Source: an optimization exercise on an open RTL-to-GDS flow (aim: small area, a short achievable clock period and few clock cycles per item). Production flows keep margins and buffers that such runs may drop. In this exercise RTL edits were held to simulation tests only and were not proved equivalent to the original. Power figures rest on the tool's default switching activity, not on a simulated workload.

## wip/harbor
// kmeans_pixel_assign_accumulate
module kmeans_pixel_assign_accumulate
#(
    parameter int NUM_CLUSTERS = kpa_pkg::NUM_CLUSTERS_DEF
) (
    input  logic                            clk,
    input  logic                            rst_n,
    input  logic                            pixels_valid,
    output logic                            pixels_ready,
    input  logic [kpa_pkg::PIXEL_W-1:0]     pixels_pixel,
    input  logic                            pixels_first_pixel,
    input  logic                            pixels_last_pixel,
    output logic                            results_valid,
    input  logic                            results_ready,
    output logic                            results_item_kind,
    output logic [kpa_pkg::CLUSTER_W-1:0]   results_cluster,
    output logic [kpa_pkg::SUM_W-1:0]       results_pixel_sum,
    output logic [kpa_pkg::COUNT_W-1:0]     results_pixel_count,
    output logic                            results_end_of_run,
    input  logic                            cfg_write,
    input  logic [kpa_pkg::CFG_INDEX_W-1:0] cfg_index,
    input  logic [kpa_pkg::CENTROID_W-1:0]  cfg_data
);
==> flow/config.mk <==
export PLATFORM = sky130hd
export DESIGN_NAME = kmeans_pixel_assign_accumulate
export DESIGN_NICKNAME = kmeans_pixel_assign_accumulate
export VERILOG_FILES = /design/flow/design.v
export SDC_FILE = /design/flow/constraint.sdc
export NUM_CORES = 4
export LEC_CHECK = 0
export CAP_MARGIN = 20
export CORE_MARGIN = 2
export CORE_UTILIZATION = 55
export PLACE_DENSITY = 0.7
export SLEW_MARGIN = 20
==> flow/constraint.sdc <==
create_clock -name core_clock -period 11.0 [get_ports {clk}]
set_input_delay 2.2000 -clock core_clock [delete_from_list [all_inputs] [get_ports {clk}]]
set_output_delay 2.2000 -clock core_clock [all_outputs]
set_load 0.01 [all_outputs]
standard.sh (not shown) runs the stock make flow with config.mk's settings and CLKGATE_MAP_FILE= SYNTH_SCRIPT=/design/flow/synth_recipe.tcl, a recipe that flattens the netlist after the stock synthesis.
==> flow/flow/run.sh <==
#!/bin/bash
set -euo pipefail
bash standard.sh SETUP_SLACK_MARGIN=7.6 "BUFFER_PORTS_ARGS=-buffer_cell sky130_fd_sc_hd__buf_2" finish > orfs_make.log 2>&1
wip/harbor | stages: all done | timing, DRC, antenna: all pass
Testbench counts of wip/harbor, summed over its fixed seeds: cycles 31,904, pixels 30,720.
Changes in wip/pepper relative to wip/harbor:
Settings: a change of PLACE_DENSITY from 0.7 to 0.75; a change of CORE_UTILIZATION from 55 to 65.
==> flow/flow/run.sh <==
#!/bin/bash
set -euo pipefail
bash standard.sh SETUP_SLACK_MARGIN=7.4 "BUFFER_PORTS_ARGS=-buffer_cell sky130_fd_sc_hd__buf_2" finish > orfs_make.log 2>&1
Findings:
Comparing wip/pepper and wip/harbor, the higher worst reg-to-reg path cell count is on wip/harbor.
wip/pepper vs. wip/harbor: final setup skew barely changed, wire length of the first global-routing pass dropped 5.6 mm, global-route usage climbed 4.0 points.
Lower number of fillers in the final layout goes to wip/pepper over wip/harbor.
The higher post-route standard cell area excluding fillers came out of wip/harbor.
wip/pepper did not stop at any stage, and its layout met the timing, DRC and antenna checks.
wip/harbor | stages: all done | timing, DRC, antenna: all pass
Compared with wip/harbor, wip/pepper shows a lower post-CTS setup buffer count.
Critical path's slowest cell: dfstp_2 -> wip/harbor, and3_4 -> wip/pepper
Setup changes, wip/pepper to wip/indigo
==> flow/flow/run.sh <==
#!/bin/bash
set -euo pipefail
bash standard.sh SETUP_SLACK_MARGIN=7.6 "BUFFER_PORTS_ARGS=-buffer_cell sky130_fd_sc_hd__buf_2" finish > orfs_make.log 2>&1
## What came out
- Looking at the reports, wip/indigo completed the entire flow and the layout it produced met the timing, DRC and antenna checks.
- Diff wip/pepper -> wip/indigo: final worst-path cycle share went down, total length of routed wires went up.
- Taking wip/pepper as the reference, in wip/indigo remaining max-slew budget at the tightest pin fell 0.94 points; clock skew went up; share of total power in combinational logic increased by 1.5 points relative to the old numbers; wire length of the first global-routing pass now larger; number of combinational gates with multiple inputs went up.
- Per the comparison of wip/indigo with wip/pepper, critical path depth climbed 12; layout buffering overhead excluding clock cells picked up an extra 0.89 points; sequential cell area share shrank by 0.70 points; clock-buffer cell count increased about 3%.
What wip/cedar does differently from wip/indigo at the input level:
Settings: an added SETUP_SLACK_MARGIN of 5; a change of PLACE_DENSITY from 0.75 to 0.65; a change of CORE_UTILIZATION from 65 to 50.
==> flow/run.sh (new file) <==
#!/bin/bash
# synth_recipe.tcl (not shown) runs the flow's synth.tcl, then flattens the netlist and writes it again
# the make line also repeats each setting of config.mk as NAME=value (left out here)
make -C /OpenROAD-flow-scripts/flow DESIGN_CONFIG=/design/flow/config.mk WORK_HOME=/design/flow/orfs CLKGATE_MAP_FILE= SYNTH_SCRIPT=/design/flow/synth_recipe.tcl finish
removed: flow/flow/run.sh
removed: flow/standard.sh
Notes after the runs:
Number of cells in the design after placement (higher): wip/cedar
Looking at worst hold slack, wip/cedar sits 22 ps below wip/indigo.
Compared wip/cedar vs wip/indigo, and first-iteration DRC count is down in wip/cedar.
Between wip/cedar and wip/indigo, share of the clock period used by the worst path is higher for wip/cedar, wip/indigo comes in under that.
The inputs of wip/zinc differ from those of wip/cedar as listed below.
Settings: swapping 50 for 60 in CORE_UTILIZATION; clearing SETUP_SLACK_MARGIN, which used to be 5; swapping 0.65 for 0.72 in PLACE_DENSITY.
==> flow/flow/run.sh (new file) <==
#!/bin/bash
set -euo pipefail
bash standard.sh SETUP_SLACK_MARGIN=7.7 "BUFFER_PORTS_ARGS=-buffer_cell sky130_fd_sc_hd__buf_2" finish > orfs_make.log 2>&1
==> flow/standard.sh (new file) <==
#!/bin/bash
# synth_recipe.tcl (not shown) runs the flow's synth.tcl, then flattens the netlist and writes it again
# the make line also repeats each setting of config.mk as NAME=value (left out here)
make -C /OpenROAD-flow-scripts/flow DESIGN_CONFIG=/design/flow/config.mk WORK_HOME=/design/flow/orfs CLKGATE_MAP_FILE= SYNTH_SCRIPT=/design/flow/synth_recipe.tcl "${@:-finish}"
removed: flow/run.sh
## What came out
Taking wip/cedar as the reference, in wip/zinc proportion of power drawn by the clock network now smaller; logic gate share of total power now larger; fraction of final layout cells sized beyond drive strength 1 now larger.
Summary of wip/zinc over wip/cedar: portion of the clock cycle consumed by the worst path in the final layout -11 points, final critical path time including I/O delays and setup shrank by 1160 ps, arrival time of data at the critical path endpoint now smaller.
wip/zinc: total placed instance area is 590 µm² lower than what wip/cedar reported.

==> separate check: timing with driven ports <==
In the flow no input, the clock included, has a driving cell. The finished layouts below were timed again as built, in two steps.
Step 1: set_driving_cell puts a clkbuf_16 on clk and a buf_2 on each other input, an assumption about the parent block.
Step 2, shift: input delay + t, output delay - t, t = (earliest + latest rising clock arrival at the registers) / 2. This alone moves slack from input paths to output paths.
Three values: ideal ports, drivers, drivers and shift; two values: the first two.
| run | t (ns) | slack for setup (ns) | worst slew at a driven data input, ns | cell pins on the clock port's net |
|---|---|---|---|---|
| wip/harbor | 0.674 | 7.546 / 7.546 / 7.003 | 0.04 | 1 |
| wip/pepper | 0.653 | 7.438 / 7.453 / 6.817 | 0.06 | 1 |
| wip/indigo | 0.663 | 7.513 / 7.468 / 7.014 | 0.10 | 1 |
| wip/cedar | 0.667 | 6.382 / 6.382 / 6.077 | 0.04 | 1 |
| wip/zinc | 0.677 | 7.546 / 7.542 / 7.147 | 0.04 | 1 |
After both steps setup and hold are still met in every run listed. For wip/pepper, which loses most, drivers alone change the setup slack by +0.015 ns; drivers and shift together by -0.621 ns.
